This is an optimization exercise on Yosys and OpenROAD, whose aim is small area and a short achievable clock period, not a production implementation. In this exercise RTL edits were held to simulation tests only and were not proved equivalent to the original. No activity file was given, so power comes from the tool's default toggle rates.

[run.sh]
#!/bin/bash
# synth_recipe.tcl (not shown) runs the flow's synth.tcl, then flattens the netlist and writes it again
# the make line also repeats each setting of config.mk as NAME=value (left out here)
make -C /OpenROAD-flow-scripts/flow DESIGN_CONFIG=/design/flow/config.mk WORK_HOME=/design/flow/orfs CLKGATE_MAP_FILE= SYNTH_SCRIPT=/design/flow/synth_recipe.tcl finish
[config.mk]
export PLATFORM = sky130hd
export DESIGN_NAME = axis_fifo
export DESIGN_NICKNAME = axis_fifo
export VERILOG_FILES = /design/flow/design.v
export SDC_FILE = /design/flow/constraint.sdc
export NUM_CORES = 4
export LEC_CHECK = 0
export CAP_MARGIN = 20
export CORE_MARGIN = 2
export CORE_UTILIZATION = 40
export SLEW_MARGIN = 20
[constraint.sdc]
create_clock -name core_clock -period 8.0 [get_ports {ACLK}]
set_input_delay 1.6000 -clock core_clock [delete_from_list [all_inputs] [get_ports {ACLK}]]
set_output_delay 1.6000 -clock core_clock [all_outputs]
set_load 0.01 [all_outputs]
[design.v]
package axis_fifo_pkg;
    localparam int TLAST_BITS = 1;
    function automatic integer ptr_width(input integer depth);
        ptr_width = $clog2(depth) + 1;
    endfunction
    function automatic integer entry_width(input integer data_width);
        entry_width = data_width + TLAST_BITS;
    endfunction
endpackage
module axis_fifo_ram #(
    parameter int WIDTH  = 16,
    parameter int DEPTH  = 128,
    parameter int ADDR_W = $clog2(DEPTH)
) (
    input  logic              ACLK,
    input  logic              wr_en,
    input  logic [ADDR_W-1:0] wr_addr,
    input  logic [WIDTH-1:0]  wr_data,
    input  logic [ADDR_W-1:0] rd_addr,
    output logic [WIDTH-1:0]  rd_data
);
    logic [WIDTH-1:0] mem [DEPTH];
    always_ff @(posedge ACLK) begin
        if (wr_en) begin
            mem[wr_addr] <= wr_data;
        end
    end
    always_comb begin
        rd_data = mem[rd_addr];
    end
endmodule
module axis_fifo #(
    parameter int DATA_WIDTH = 16,
    parameter int DEPTH      = 128,
    parameter int AF_THRESH  = DEPTH - 4,
    parameter int AE_THRESH  = 4,
    localparam int PTR_W     = axis_fifo_pkg::ptr_width(DEPTH)
) (
    input  logic                  ACLK,
    input  logic                  ARESET_N,
    input  logic                  FLUSH,
    input  logic                  S_TVALID,
    output logic                  S_TREADY,
    input  logic [DATA_WIDTH-1:0] S_TDATA,
    input  logic                  S_TLAST,
    output logic                  M_TLAST,
    output logic [PTR_W-1:0]      PKT_CNT,
    output logic                  M_TVALID,
    input  logic                  M_TREADY,
    output logic [DATA_WIDTH-1:0] M_TDATA,
    output logic [PTR_W-1:0]      LEVEL,
    output logic                  ALMOST_FULL,
    output logic                  ALMOST_EMPTY
);
    localparam int ADDR_W  = PTR_W - 1;
    localparam int ENTRY_W = axis_fifo_pkg::entry_width(DATA_WIDTH);
    typedef logic [PTR_W-1:0] ptr_t;
    if (AF_THRESH < 1 || AF_THRESH > DEPTH) begin : g_bad_af
        $error("axis_fifo: AF_THRESH must be within 1..DEPTH");
    end
    if (AE_THRESH < 0 || AE_THRESH > DEPTH - 1) begin : g_bad_ae
        $error("axis_fifo: AE_THRESH must be within 0..DEPTH-1");
    end
    if (DEPTH < 4 || (DEPTH & (DEPTH - 1)) != 0) begin : g_bad_depth
        $error("axis_fifo: DEPTH must be a power of two and at least 4");
    end
    ptr_t wr_ptr;
    ptr_t rd_ptr;
    ptr_t level_next;
    logic empty;
    logic full;
    logic push;
    logic pop;
    logic [ENTRY_W-1:0] wr_entry;
    logic [ENTRY_W-1:0] rd_entry;
    always_comb begin
        empty    = (wr_ptr == rd_ptr);
        full     = (wr_ptr[ADDR_W-1:0] == rd_ptr[ADDR_W-1:0]) && (wr_ptr[ADDR_W] != rd_ptr[ADDR_W]);
        S_TREADY = ~full;
        M_TVALID = ~empty;
        push     = S_TVALID & ~full;
        pop      = M_TREADY & ~empty;
    end
    always_comb begin
        level_next = LEVEL;
        if (push && !pop) begin
            level_next = LEVEL + ptr_t'(1);
        end else if (pop && !push) begin
            level_next = LEVEL - ptr_t'(1);
        end
    end
    always_ff @(posedge ACLK or negedge ARESET_N) begin
        if (!ARESET_N) begin
            wr_ptr       <= '0;
            rd_ptr       <= '0;
            LEVEL        <= '0;
            ALMOST_FULL  <= 1'b0;
            ALMOST_EMPTY <= 1'b1;
        end else if (FLUSH) begin
            wr_ptr       <= '0;
            rd_ptr       <= '0;
            LEVEL        <= '0;
            ALMOST_FULL  <= 1'b0;
            ALMOST_EMPTY <= 1'b1;
        end else begin
            if (push) begin
                wr_ptr <= wr_ptr + ptr_t'(1);
            end
            if (pop) begin
                rd_ptr <= rd_ptr + ptr_t'(1);
            end
            LEVEL        <= level_next;
            ALMOST_FULL  <= (level_next >= ptr_t'(AF_THRESH));
            ALMOST_EMPTY <= (level_next <= ptr_t'(AE_THRESH));
        end
    end
    always_comb begin
        wr_entry = {S_TLAST, S_TDATA};
        M_TLAST  = ~empty & rd_entry[DATA_WIDTH];
    end
    always_ff @(posedge ACLK or negedge ARESET_N) begin
        if (!ARESET_N) begin
            PKT_CNT <= '0;
        end else if (FLUSH) begin
            PKT_CNT <= '0;
        end else if ((push && S_TLAST) && !(pop && M_TLAST)) begin
            PKT_CNT <= PKT_CNT + ptr_t'(1);
        end else if (!(push && S_TLAST) && (pop && M_TLAST)) begin
            PKT_CNT <= PKT_CNT - ptr_t'(1);
        end
    end
    always_comb begin
        M_TDATA = empty ? '0 : rd_entry[DATA_WIDTH-1:0];
    end
    axis_fifo_ram #(
        .WIDTH  (ENTRY_W),
        .DEPTH  (DEPTH),
        .ADDR_W (ADDR_W)
    ) u_ram (
        .ACLK    (ACLK),
        .wr_en   (push & ~FLUSH),
        .wr_addr (wr_ptr[ADDR_W-1:0]),
        .wr_data (wr_entry),
        .rd_addr (rd_ptr[ADDR_W-1:0]),
        .rd_data (rd_entry)
    );
endmodule
==> summary.txt <==
registers in the layout (all words and copies together) (netlist names):
signal and count:
wr_ptr 8, ALMOST_FULL 1, PKT_CNT 8, ALMOST_EMPTY 1
u_ram.mem 2176, LEVEL 8, rd_ptr 8
cell usage after synthesis, drive strengths merged, types with 8 or more instances:
| library cell | number |
|---|---|
| xnor2 | 25 |
| nand2 | 39 |
| inv | 9 |
| clkbuf | 118 |
| edfxtp | 2176 |
| o21ai | 14 |
| a21oi | 15 |
| ha | 10 |
| mux4 | 701 |
| dfrtp | 33 |
| buf | 73 |
| nor2 | 181 |
| xor2 | 8 |
| nand4 | 10 |
| mux2i | 26 |
| nand3 | 19 |
tightest hold or removal path, cell delays in order, from the launching register on:
cell and delay [ns]:
sky130_fd_sc_hd__dfrtp_1 0.38, sky130_fd_sc_hd__xnor2_1 0.12, sky130_fd_sc_hd__nor2_1 0.04
cells in the final DEF (no fill, tap or decap), types with 6 or more instances in the layout:
cell	instances
sky130_fd_sc_hd__a21oi_1	15
sky130_fd_sc_hd__dfrtp_1	28
sky130_fd_sc_hd__nor2b_1	7
sky130_fd_sc_hd__nor2_2	114
sky130_fd_sc_hd__clkinv_2	27
sky130_fd_sc_hd__nor2_1	59
sky130_fd_sc_hd__inv_1	8
sky130_fd_sc_hd__nor3_1	6
sky130_fd_sc_hd__nand4_1	10
sky130_fd_sc_hd__nand2_1	39
sky130_fd_sc_hd__clkdlybuf4s50_1	39
sky130_fd_sc_hd__xor2_1	8
sky130_fd_sc_hd__o21ai_0	12
sky130_fd_sc_hd__ha_1	10
sky130_fd_sc_hd__buf_12	17
sky130_fd_sc_hd__nand3_1	16
sky130_fd_sc_hd__nor2_4	8
sky130_fd_sc_hd__edfxtp_1	2176
sky130_fd_sc_hd__clkbuf_1	55
sky130_fd_sc_hd__buf_4	186
sky130_fd_sc_hd__and3_1	7
sky130_fd_sc_hd__mux2_2	7
sky130_fd_sc_hd__mux2i_1	26
sky130_fd_sc_hd__clkbuf_16	221
sky130_fd_sc_hd__xnor2_1	25
sky130_fd_sc_hd__clkinv_1	65
sky130_fd_sc_hd__bufinv_16	11
sky130_fd_sc_hd__mux4_2	701
power by group through the flow:
stage	clock network [mW]	logic (mW)	registers, mW
global placement	0	3.10	13.1
floorplan	0	2.08	13.0
detailed placement	0	3.11	13.1
global route	10.5	3.26	12.8
finish	9.81	3.06	12.8
CTS	9.99	3.12	12.8
final timing paths:
check	start	endpoint	slack, ns	cells after the start
max in group asynchronous	ARESET_N	rd_ptr[3]$_DFFE_PN0P_	6.79	1
min reg2reg	wr_ptr[7]$_DFFE_PN0P_	wr_ptr[7]$_DFFE_PN0P_	0.58	2
min	wr_ptr[7]$_DFFE_PN0P_	wr_ptr[7]$_DFFE_PN0P_	0.58	2
max reg2reg	rd_ptr[1]$_DFFE_PN0P_	PKT_CNT[6]$_DFFE_PN0P_	2.14	17
min in group asynchronous	ARESET_N	PKT_CNT[4]$_DFFE_PN0P_	0.74	1
max	rd_ptr[1]$_DFFE_PN0P_	M_TLAST	1.08	8
metrics by stage:
stage          util [%]  total power, mW
2_1_floorplan         -            15.12
3_3_place_gp      42.65            16.19
3_5_place_dp      42.66            16.20
4_1_cts           45.89            25.96
5_1_grt           45.90            26.55
6_report          45.90            25.72
metal layers:
layer	part of all wire, %	GRT usage, %	up-vias
met1	43	28.55	21738
met4	2.5	5.441	6
met5	0.018	0	-
met3	6.6	3.010	267
li1	-	-	15758
met2	48	30.43	1528
layout make-up:
type	instances	share of cell area, %
multi-input combinational	1127	19.07
inverter	10	0.04627
timing repair buffer	245	2.213
clock buffer	281	5.963
sequential	2210	68.01
tap	2821	3.626
antenna	3	0.007711
clock inverter	122	1.064
cell families after synthesis:
| logic type | Yosys count | synth area share (%) |
|---|---|---|
| adders and majority gates | 11 | 0.1702 |
| DFF | 2210 | 77.60 |
| and+or+nand+nor | 290 | 1.464 |
| muxes | 734 | 18.91 |
| buffers and inverters | 201 | 1.052 |
| AOI/OAI and AO/OA | 59 | 0.4679 |
| xor gates and xnor gates | 33 | 0.3388 |
==> qor_table.md <==
| Quantity | This run | Unit |
|:---|:---|:---|
| Proportion of power drawn by the clock network | 38.1 | % |
| Antenna-violating nets left | 0 | - |
| Unrepaired setup endpoints after global routing | no | - |
| Endpoints failing setup | 0 | - |
| DRC Markers | 0 | - |
| Number of buffers inserted during clock tree synthesis | 219 | - |
| Clock sink count | 2210 | - |
| Port buffer count | 58 | - |
| Multi-input gate area | 18570 | um^2 |
| Area of the core | 212100 | um^2 |
| Cell-internal power | 19.75 | mW |
| Main area contributors after synthesis | sky130_fd_sc_hd__edfxtp_1 (77%), sky130_fd_sc_hd__mux4_2 (19%), sky130_fd_sc_hd__dfrtp_1 (0.97%), sky130_fd_sc_hd__nor2_1 (0.80%), sky130_fd_sc_hd__clkbuf_1 (0.52%) | - |
| Highest net fanout along the worst path | 52 | - |
| EDFF count, synth | 2176 | - |
| Minimum clock period | 6.920 | ns |
| Global route total overflow | 0 | - |
| Vias after detailed routing | 39.30k | - |
| Slew Limit Fails | 0 | - |
| Total nets after synthesis | 3571 | - |
| Post-Synthesis Cells | 3538 | - |
| Proportion of synthesized chip area in sequential cells | 77.60 | % |
| Reported net switching power | 5.966 | mW |
| Slowest Stage Delay on Critical Path | 1.05 | ns |
| Global-route wire length before repair | 301200 | um |
| Pre-CTS setup slack | 1.885 | ns |
| Worst Hold Margin | 0.5766 | ns |
| Number of search-and-repair iterations in the first detailed-routing pass | 22 | - |
| # Post-CTS Setup Buffers | 0 | - |
| Power density cells | 264.2 | nW/um^2 |
| Hold crit path type | reg2reg | - |
| Classification of the worst setup path | reg2out | - |
| Synthesized cell area | 85300 | um^2 |
| Number of global-route vias before repair | 39.63k | - |
| Detailed-route vias per instance | 5.763 | - |
| Post-placement cell count | 6412 | - |
| Area growth from synthesis to layout | 14.13 | % |
| Post-detailed-routing wire length | 210800 | um |
| Source-to-sink clock delay at the later pin of the worst-skew pair | 0.87 | ns |
| Count of buffer and inverter cells on the critical path | 2 | - |
| Top achievable clock speed | 0.1445 | GHz |
| Number of hold-repair buffers added at the cts stage | 0 | - |
| Top FF cell, synth | sky130_fd_sc_hd__edfxtp_1 | - |
| Post-CTS clock slew at the launch and capture registers of the worst setup and hold paths | 0.06 | ns |
| Fraction of final layout cells sized beyond drive strength 1 | 33.37 | % |
| Die Height | 465.8 | um |
| Clock Skew | 0.03081 | ns |
| Standard cell with the maximum stage delay on the critical path | sky130_fd_sc_hd__dfrtp_4 | - |
| Ys Warns | 2 | - |
| Global-route usage over all layers | 19.46 | % |
| Required time at the worst-slack endpoint | 6.40 | ns |
| Die Width | 465.8 | um |
| Average routed wire per standard cell | 30.92 | um |
| Pin count of the biggest net entering global routing | 97 | - |
| Number of antenna violations at the first check in global routing | 17 | - |
| Leakage component of the power | 29.19 | nW |
| Period utilisation layout | 86.50 | % |
| Clk Tree Root Cell | sky130_fd_sc_hd__clkbuf_16 | - |
| Die Outline Area | 217000 | um^2 |
| Number of hold violations in the final report | 0 | - |
| Half-perimeter wire length after placement | 121700 | um |
| Seq cells post-synth | 2210 | - |
| Count of max-cap constraint violations | 0 | - |
| Gate power share | 11.9 | % |
| Sequential cell fraction of total power | 49.9 | % |
| Final WS setup | 1.080 | ns |
| Launching element type of the critical path | register | - |
| Maximum vdd ir drop | 248.6 | uV |
| Post-cts gate resize count | 0 | - |
| Data arrival time of the critical path | 5.32 | ns |
| Status | no timing/DRC/antenna violations | - |
| Worst-Margin Slew | 1.105 | ns |
| Share of flip-flops with an asynchronous set or reset after synthesis | 1.538 | % |
| Post-route cell area | 97360 | um^2 |
| Final standard cell count with taps included and fillers excluded | 6819 | - |
| Final total negative setup slack | 0 | ns |
| Series of cell instances along the critical path | buf_4, mux4_2, mux2i_1, o32a_1, o311a_1, a31oi_1, and2_1, clkdlybuf4s50_1 | - |
| Worst slew margin relative to its limit | 26.34 | % |
| Gp weighted congestion | 0.8095 | - |
| Ports placed on the boundary | 59 | - |
| Initial core utilization | 40.22 | % |
| Kind of cell with the highest combined delay on the critical path | buffers and inverters | - |
| Placement Cell Area | 90480 | um^2 |
| Combined flip-flop and latch cell area | 66210 | um^2 |
| Nature of the critical path endpoint | output port | - |
| Fill cell total of the finished layout | 17.19k | - |
| TritonCTS clock tree | built | - |
| Proportion of netlist area held by the largest area contributor | 76.60 | % |
| Switching share of power | 23.20 | % |
| Number of design-rule violations left by the first detailed-router iteration | 4328 | - |
| Library cell with the largest summed area after synthesis | sky130_fd_sc_hd__edfxtp_1 | - |
| Mean post-synth cell area | 24.11 | um^2 |
| Std cell rows | 169 | - |
| Maximum level of the CTS H-tree | 4 | - |
| CTS Buffer Depth | 3 | - |
| Number of distinct library cells after synthesis | 59 | - |
| Number of nets in the finished design | 3846 | - |

==> separate check: timing with driven ports <==
How much do the figures lean on ideal ports? The routed layout below was timed once more, with nothing changed but the port constraints. Step 1 assumes that a clkbuf_16 drives the clock port and a buf_2 every other input. Step 2 adds t to the input delays and takes it off the output delays; t is the mean of the earliest and latest rising clock arrival at the registers after step 1. Input paths then give back, and output paths get back, about the clock's delay inside the block. Slacks: ideal ports / drivers / drivers and shift; pairs: ideal ports / drivers.
t, ns: 0.932
setup WS [ns]: 1.080 / 0.996 / 1.928
worst slew at a driven data input, ns: 0.15
After both steps setup and hold are still met in this run. The setup slack of this run moves by -0.084 ns with the drivers and by +0.848 ns with both steps.
